Context: an optimization exercise on an open-source flow, tuned for a short achievable clock period and few clock cycles. The choices shown serve that exercise and are no tape-out recipe.
For this run, only the layout was checked, not whether the RTL still works.

$ cat design/flow/design.v
package path_types_pkg;
    typedef logic [10-1:0] node_idx_t;
    typedef logic [24-1:0] path_count_t;
    typedef logic [$clog2(32)-1:0] queue_ptr_t;
    typedef logic [5-1:0] succ_cnt_t;
endpackage
package path_ctrl_pkg;
    typedef enum logic [2:0] {
        IDLE      = 3'd0,
        POP       = 3'd1,
        WAIT_LIST = 3'd2,
        PUSH      = 3'd3,
        FINISHED  = 3'd4
    } walk_state_t;
    typedef enum logic [1:0] {
        BASE_SEED  = 2'd0,
        BASE_END   = 2'd1,
        BASE_MATCH = 2'd2,
        BASE_NEW   = 2'd3
    } add_base_t;
endpackage
`timescale 1ns/10ps
module path_count_top (
    input  logic        clk,
    input  logic        rst_n,
    input  logic        start_run,
    input  path_types_pkg::node_idx_t   start_node,
    input  path_types_pkg::node_idx_t   end_node,
    input  path_types_pkg::node_idx_t   next_node_idx,
    input  path_types_pkg::succ_cnt_t   next_node_counter,
    output path_types_pkg::node_idx_t   node_idx,
    output logic        rd_next_node,
    output logic        done,
    output path_types_pkg::path_count_t path_count
);
    localparam int N  = 32;           
    localparam int NC = N + 1;        
    localparam int W  = 24;           
    localparam int IW = 10;           
    localparam int PW = 6;            
    typedef enum logic [1:0] {
        ST_IDLE = 2'd0,
        ST_RUN  = 2'd1,
        ST_FIN  = 2'd2
    } st_t;
    st_t st;
    wire run = (st == ST_RUN);
    logic [IW-1:0] lab   [N];         
    logic [N-1:0]  val;               
    logic [W-1:0]  D     [N];         
    logic [N-1:0]  dirty;             
    logic [N-1:0]  comp;              
    logic [N-1:0]  hs;                
    logic [4:0]    M     [N][NC];     
    logic [PW-1:0] ap;                
    logic [N-1:0]  ap_oh;             
    logic [PW-1:0] rp;                
    logic [IW-1:0] end_lab;
    logic [W-1:0]  end_cnt;
    logic          rd_q;              
    logic [IW-1:0] nidx_q;            
    logic [PW-1:0] rs_q;              
    logic [PW-1:0] lst_q;             
    logic          first_q;           
    logic          cont_q;            
    logic          rwait_q;           
    logic          done_q;
    wire c0 = (next_node_counter == 5'd0);
    wire c1 = (next_node_counter == 5'd1);
    wire c2 = (next_node_counter == 5'd2);
    wire ev = run & (first_q ? ~c0 : cont_q);
    logic [N-1:0] hit_a;
    always_comb begin
        for (int k = 0; k < N; k++)
            hit_a[k] = val[k] & (lab[k] == next_node_idx);
    end
    logic          bv;
    logic [IW-1:0] b_idx;
    logic [N-1:0]  b_hit;
    logic          b_same;
    logic          b_end;
    logic          b_first;
    logic          b_last;
    logic [PW-1:0] b_row;
    logic [NC-1:0] tprev;
    wire same_a = bv & (next_node_idx == b_idx);
    wire end_a  = (next_node_idx == end_lab);
    wire hitany = |b_hit;
    wire isnew  = bv & ~b_same & ~b_end & ~hitany;
    logic [NC-1:0] tgt;
    always_comb begin
        if (!bv)          tgt = '0;
        else if (b_same)  tgt = tprev;
        else if (b_end)   tgt = {1'b1, {N{1'b0}}};
        else if (hitany)  tgt = {1'b0, b_hit};
        else              tgt = {1'b0, ap_oh};
    end
    logic [4:0] CR  [NC];
    logic [4:0] CRn [NC];
    always_comb begin
        for (int c = 0; c < NC; c++)
            CRn[c] = (b_first ? 5'd0 : CR[c]) + {4'd0, tgt[c]};
    end
    logic [W-1:0] S;
    logic [W-1:0] dq;                 
    logic [4:0]   rem [NC];           
    logic [N-1:0] elig;
    logic [N-1:0] sel;
    logic         more;
    logic         fire;
    logic [NC-1:0] pen;               
    always_comb begin
        elig = comp & dirty & hs;
        sel  = elig & (~elig + 1'b1);
        more = 1'b0;
        for (int c = 0; c < NC; c++) begin
            more   = more | (|rem[c][4:1]);
            pen[c] = rem[c][0];
        end
        fire = run & (|elig) & ~more;
    end
    logic [W-1:0] d_sel;
    logic [4:0]   m_sel [NC];
    always_comb begin
        d_sel = '0;
        for (int c = 0; c < NC; c++) m_sel[c] = '0;
        for (int k = 0; k < N; k++) begin
            d_sel = d_sel | (D[k] & {W{sel[k]}});
            for (int c = 0; c < NC; c++)
                m_sel[c] = m_sel[c] | (M[k][c] & {5{sel[k]}});
        end
    end
    wire pend  = (rp != ap);
    wire avail = pend | isnew;
    wire want  = (ev & c2) | (run & first_q & (c0 | c1)) | rwait_q;
    wire rd_d  = run & want & avail;
    wire settle = run & rwait_q & ~cont_q & ~first_q & ~bv & ~pend & ~(|elig) & ~(|pen) & ~more;
    wire start = (st == ST_IDLE) & start_run;
    always_ff @(posedge clk or negedge rst_n) begin
        if (!rst_n) begin
            st      <= ST_IDLE;
            rd_q    <= 1'b0;
            done_q  <= 1'b0;
            first_q <= 1'b0;
            cont_q  <= 1'b0;
            rwait_q <= 1'b0;
            bv      <= 1'b0;
            for (int c = 0; c < NC; c++) rem[c] <= '0;
        end else begin
            first_q <= rd_q;
            cont_q  <= ev & ~c0 & ~c1;
            bv      <= ev;
            if (start) begin
                st      <= ST_RUN;
                rd_q    <= 1'b1;
                rwait_q <= 1'b0;
                for (int c = 0; c < NC; c++) rem[c] <= '0;
            end else if (run) begin
                rd_q    <= rd_d;
                rwait_q <= want & ~avail;
                for (int c = 0; c < NC; c++)
                    rem[c] <= fire ? m_sel[c] : {1'b0, rem[c][4:1]};
                if (settle) begin
                    st     <= ST_FIN;
                    done_q <= 1'b1;
                end
            end else begin
                rd_q <= 1'b0;
                if (st == ST_FIN && !start_run) begin
                    st     <= ST_IDLE;
                    done_q <= 1'b0;
                end
            end
        end
    end
    always_ff @(posedge clk) begin
        if (start) begin
            nidx_q <= start_node;
            rs_q   <= '0;
            rp     <= PW'(1);
        end else if (rd_d) begin
            nidx_q <= pend ? lab[rp[4:0]] : b_idx;
            rs_q   <= rp;
            rp     <= rp + 1'b1;
        end
        if (rd_q) lst_q <= rs_q;
    end
    always_ff @(posedge clk) begin
        b_idx   <= next_node_idx;
        b_hit   <= hit_a;
        b_same  <= same_a;
        b_end   <= end_a;
        b_first <= first_q;
        b_last  <= c1;
        b_row   <= lst_q;
        tprev   <= tgt;
    end
    always_ff @(posedge clk) begin
        if (start) begin
            lab[0]  <= start_node;
            val     <= {{(N-1){1'b0}}, 1'b1};
            ap      <= PW'(1);
            ap_oh   <= {{(N-2){1'b0}}, 2'b10};
            end_lab <= end_node;
            comp    <= '0;
            hs      <= '0;
        end else begin
            if (isnew) begin
                lab[ap[4:0]] <= b_idx;
                val          <= val | ap_oh;
                ap           <= ap + 1'b1;
                ap_oh        <= {ap_oh[N-2:0], 1'b0};
            end
            if (run && first_q && c0) comp[lst_q[4:0]] <= 1'b1;
            if (bv && b_last) begin
                comp[b_row[4:0]] <= 1'b1;
                hs[b_row[4:0]]   <= 1'b1;
            end
        end
    end
    always_ff @(posedge clk) begin
        if (bv) begin
            for (int c = 0; c < NC; c++) CR[c] <= CRn[c];
            for (int c = 0; c < NC; c++) M[b_row[4:0]][c] <= CRn[c];
        end
    end
    always_ff @(posedge clk) begin
        if (first_q) S <= (lst_q == '0) ? W'(1) : D[lst_q[4:0]];
        if (fire) dq <= d_sel;
        else      dq <= {dq[W-2:0], 1'b0};
    end
    always_ff @(posedge clk) begin
        for (int k = 0; k < N; k++) begin
            logic clr;
            logic [W-1:0] base;
            clr  = (first_q && lst_q == PW'(k)) || (fire && sel[k]);
            base = (clr || !val[k] || start) ? '0 : D[k];
            D[k] <= base + (tgt[k] ? S : '0) + (pen[k] ? dq : '0);
            if (start) dirty[k] <= 1'b0;
            else       dirty[k] <= (dirty[k] & ~clr) | tgt[k] | pen[k];
        end
        if (start) end_cnt <= '0;
        else       end_cnt <= end_cnt + (tgt[N] ? S : '0) + (pen[N] ? dq : '0);
    end
    assign node_idx     = nidx_q;
    assign rd_next_node = rd_q;
    assign done         = done_q;
    assign path_count   = end_cnt;
endmodule
$ cat design/flow/constraint.sdc
create_clock -name core_clock -period 10.0 [get_ports {clk}]
set_input_delay 2.0000 -clock core_clock [delete_from_list [all_inputs] [get_ports {clk}]]
set_output_delay 2.0000 -clock core_clock [all_outputs]
set_load 0.01 [all_outputs]
$ cat design/flow/config.mk
export PLATFORM = sky130hd
export DESIGN_NAME = path_count_top
export DESIGN_NICKNAME = path_count_top
export VERILOG_FILES = /design/flow/design.v
export SDC_FILE = /design/flow/constraint.sdc
export NUM_CORES = 4
export LEC_CHECK = 0
export ABC_CLOCK_PERIOD_IN_PS = 3000
export CAP_MARGIN = 20
export CORE_MARGIN = 2
export CORE_UTILIZATION = 40
export SETUP_SLACK_MARGIN = 5
export SLEW_MARGIN = 20
$ cat design/flow/run.sh
#!/bin/bash
# synth_recipe.tcl (not shown) runs the flow's synth.tcl, then flattens the netlist and writes it again
# the make line also repeats each setting of config.mk as NAME=value (left out here)
make -C /OpenROAD-flow-scripts/flow DESIGN_CONFIG=/design/flow/config.mk WORK_HOME=/design/flow/orfs CLKGATE_MAP_FILE= SYNTH_SCRIPT=/design/flow/synth_recipe.tcl finish
==> flow_metrics.tcl <==
set metrics [dict create \
    status "did not finish" \
    yosysWarnings 6 \
    stop_stage "1_2_yosys" \
    error_line "ERROR: TCL interpreter returned an error: Source files actually used in the design:" \
]
